Background: an optimization exercise with open tools, aiming at small area, a short achievable clock period and few clock cycles. Do not read the settings as production practice. Function was checked by simulation only, so behaviour that the tests miss may differ from the original. No activity file was given, so power comes from the tool's default toggle rates.

run 1:
## playfair_stream_encrypter
module playfair_stream_encrypter (
  input  wire logic        clk,
  input  wire logic        rst_n,
  input  wire logic        in_tvalid,
  output logic             in_tready,
  input  wire logic [7:0]  in_tdata,
  input  wire logic        in_tlast,
  output logic             out_tvalid,
  input  wire logic        out_tready,
  output logic [7:0]       out_tdata,
  output logic             out_tlast,
  output logic [1:0]       out_tuser,
  input  wire logic        cfg_valid,
  output logic             cfg_ready,
  input  wire logic [1:0]  cfg_index,
  input  wire logic [49:0] cfg_data
);
  logic [49:0]  key01_r;
  logic [49:0]  key23_r;
  logic [24:0]  key4_r;
  logic [124:0] key_sq;
  assign key_sq    = {key4_r, key23_r, key01_r};
  assign cfg_ready = 1'b1;
  always_ff @(posedge clk) begin
    if (!rst_n) begin
      key01_r <= pfse_pkg::KEY_ROWS_01_RESET;
      key23_r <= pfse_pkg::KEY_ROWS_23_RESET;
      key4_r  <= pfse_pkg::KEY_ROW_4_RESET;
    end else if (cfg_valid) begin
      case (cfg_index)
        2'd0: key01_r <= cfg_data;
        2'd1: key23_r <= cfg_data;
        2'd2: key4_r  <= cfg_data[24:0];
        default: ;
      endcase
    end
  end
  logic [7:0]  k_r, b_src;
  logic [5:0]  b_r;
  logic        bl_r, kl_r, bv_r, kv_r;
  logic        bisl_r, bissp_r;
  logic [4:0]  bwant_r;
  logic        take, in_acc;
  logic [6:0]  prev_r;    
  logic        held_r, ph_r;
  logic        is_letter, is_space, is_bad, rep, two, has_job, held_nxt;
  logic [4:0]  want_src;
  logic [1:0]  kc_r;      
  logic        d_entry, d_hold, d_bad, d_bcur, d_la, d_lb, d_last, d_msg;
  logic [1:0]  d_asel;
  logic [5:0]  fpos, xpos_r, hpos_r, e_a, e_b;
  logic        pv_r, pbad_r, pla_r, plb_r, plast_r, pmsg_r;
  logic [5:0]  pa_r, pb_r;
  logic        p_free, p_load, p_done;
  logic        rav_r, rbv_r, r_acc, pop;
  logic        ral_r, ralast_r, ramsg_r, rabad_r;
  logic        rbl_r, rblast_r, rbmsg_r;
  logic [5:0]  rapos_r, rbpos_r;
  logic        ov_r, o_load;
  logic [10:0] o_r, push_d;
  assign in_tready = !kv_r;
  ...
Size: about 220 flip-flops, ~80 I/O pins, roughly 0.012 mm² of cells after synthesis.
==> flow/config.mk <==
export PLATFORM = sky130hd
export DESIGN_NAME = playfair_stream_encrypter
export DESIGN_NICKNAME = playfair_stream_encrypter
export VERILOG_FILES = /design/flow/design.v
export SDC_FILE = /design/flow/constraint.sdc
export NUM_CORES = 4
export LEC_CHECK = 0
export CAP_MARGIN = 20
export CORE_MARGIN = 2
export CORE_UTILIZATION = 40
export CTS_BUF_LIST = sky130_fd_sc_hd__clkbuf_8 sky130_fd_sc_hd__clkbuf_16
export CTS_CLUSTER_DIAMETER = 80
export CTS_CLUSTER_SIZE = 25
export SETUP_SLACK_MARGIN = 5
export SLEW_MARGIN = 20
==> flow/constraint.sdc <==
create_clock -name core_clock -period 8.0 [get_ports {clk}]
set_input_delay 1.6000 -clock core_clock [delete_from_list [all_inputs] [get_ports {clk}]]
set_output_delay 1.6000 -clock core_clock [all_outputs]
set_load 0.01 [all_outputs]
standard.sh (not shown) runs the stock make flow with config.mk's settings and CLKGATE_MAP_FILE= SYNTH_SCRIPT=/design/flow/synth_recipe.tcl, a recipe that flattens the netlist after the stock synthesis.
==> flow/flow/run.sh <==
#!/bin/bash
set -euo pipefail
bash standard.sh SETUP_SLACK_MARGIN=5.16 finish > standard_flow.log 2>&1
Run 1 finished all stages; the layout is clean.
Testbench counts of run 1, summed over its fixed seeds: cycles 16,722.
## Diff of input files: run 2 against run 1
==> flow/flow/run.sh <==
#!/bin/bash
set -euo pipefail
bash standard.sh SETUP_SLACK_MARGIN=5.08 finish > standard_flow.log 2>&1
==> run notes <==
Sort run 2 and run 1 by routed wire length asc -> top: run 2
Compared run 2 vs run 1, and setup slack is down in run 2.
Lower routed metal-1 wire length was reported by run 1, not run 2.
In the flow results for run 2 and run 1, the worst hold slack is larger on run 2.
Compared with run 1, run 2 instantiates a smaller number of cells.
Run 2 -> run 1: placed cell area flat
Input-level comparison between run 3 and run 2:
Settings: changing CORE_UTILIZATION from 40 to 45.
[summary]
Changes observed in run 3 relative to run 2: placed cell area now sits lower, register cell area after layout barely changed, length of the first detailed-routing pass in iterations rose 13. Measured against each other, run 2 and run 3 differ in share of the clock period used by the worst path after layout, the higher figure coming from run 3. In the flow results for run 2 and run 3, the non-clock buffering overhead in the final layout is smaller on run 2. Clock-buffer cell count in run 3 is 1 above run 2. Run 3: global-route wire length before repair 1400 µm above run 2. Compared with run 2, run 3 instantiates a smaller number of cells.
For run 4, these inputs were changed with respect to run 3:
Settings: CORE_UTILIZATION changed from 45 to 40.
==> flow/flow/run.sh <==
#!/bin/bash
set -euo pipefail
bash standard.sh SETUP_SLACK_MARGIN=5.12 finish > standard_flow.log 2>&1
Results
In summary, run 4 completed successfully, with a layout that passed the timing, DRC and antenna checks.
Compared with run 3, run 4 shows routed wire length that has gone down slightly.
Min wire length on met2 across run 3 and run 4: run 4
Run 4 vs. run 3: proportion of cell area occupied by multi-input gates went down by 0.67 points.
Run 4 ends up with lower power density relative to cell area than run 3 does.
Compared with run 3, run 4 shows wire length per cell that has gone down by a few percent.
Run 4 vs run 3: maximum frequency from static timing analysis up in run 4
Relative to run 3, non-clock buffer count has increased by about 10% in run 4.
In the tables for run 3 and run 4, sequential share of layout area reads lower with run 4.
Changes in run 5 relative to run 4:
Settings: changing CTS_CLUSTER_SIZE from 25 to 30; changing CTS_CLUSTER_DIAMETER from 80 to 90.
==> flow/flow/run.sh <==
#!/bin/bash
set -euo pipefail
bash standard.sh SETUP_SLACK_MARGIN=5.08 finish > standard_flow.log 2>&1
==> comparison <==
- On data arrival time at the worst-slack endpoint, run 5 and run 4 are neck and neck.
- Diff run 4 -> run 5: number of rows created at floorplan held, half-perimeter wire length after placement fell 0.84%.
Changes in run 6 relative to run 5:
Settings: CTS_CLUSTER_SIZE now 25, was 30; CTS_CLUSTER_DIAMETER now 80, was 90.
==> flow/flow/run.sh <==
#!/bin/bash
set -euo pipefail
bash standard.sh SETUP_SLACK_MARGIN=5.04 finish > standard_flow.log 2>&1
Findings:
Run 6 reached the final stage; the timing, DRC and antenna checks on its layout passed.
Number of post-CTS setup repair buffers: run 6 vs run 5 up 2
Taking run 5 as the reference, in run 6 clock group total power went up; critical path arrival went up; cell count went down; leakage power went up; pre-CTS worst setup slack went down.
The run with more setup slack is run 5; run 6 has less.
Area fraction in compound gates after synthesis: run 6 vs run 5 — no meaningful difference
Compared with run 5, run 6 ends up with a smaller final cell area.
The sequential share of layout area of run 6 is higher than that of run 5.
Run 6: length in cells of the worst reg-to-reg path 1 below run 5

## static timing again, ports no longer ideal
The results above use ideal ports. As a check the final layouts listed here were re-extracted and re-timed, cells and wires unchanged.
Step 1 (the two cells are an assumption about what drives the block):
set clk [get_ports {clk}]
set_driving_cell -lib_cell sky130_fd_sc_hd__clkbuf_16 $clk
set_driving_cell -lib_cell sky130_fd_sc_hd__buf_2 [delete_from_list [all_inputs] $clk]
Step 2 adds t to the input delays and takes it off the output delays; t is the mean of the earliest and latest rising clock arrival at the registers after step 1. Input paths then give back, and output paths get back, about the clock's delay inside the block.
Slacks: ideal / step 1 / step 2; pairs: ideal / step 1.
run	shift t [ns]	slack for setup (ns)	worst setup path at the end	slew at the worst register clock pin (ns)
run 1	0.538	5.224 / 5.182 / 4.698	input to register	0.10 / 0.10
run 2	0.534	5.189 / 5.202 / 4.681	input to register	0.10 / 0.10
run 3	0.534	5.133 / 5.152 / 4.618	input to register	0.10 / 0.10
run 4	0.538	5.174 / 5.187 / 4.654	input to register	0.10 / 0.10
run 5	0.524	5.149 / 5.174 / 4.650	input to register	0.11 / 0.11
run 6	0.538	5.073 / 5.094 / 4.557	input to register	0.10 / 0.10
After both steps setup and hold are still met in every run listed. The setup slack of run 1, which loses most, moves by -0.042 ns with the drivers and by -0.526 ns with both steps.
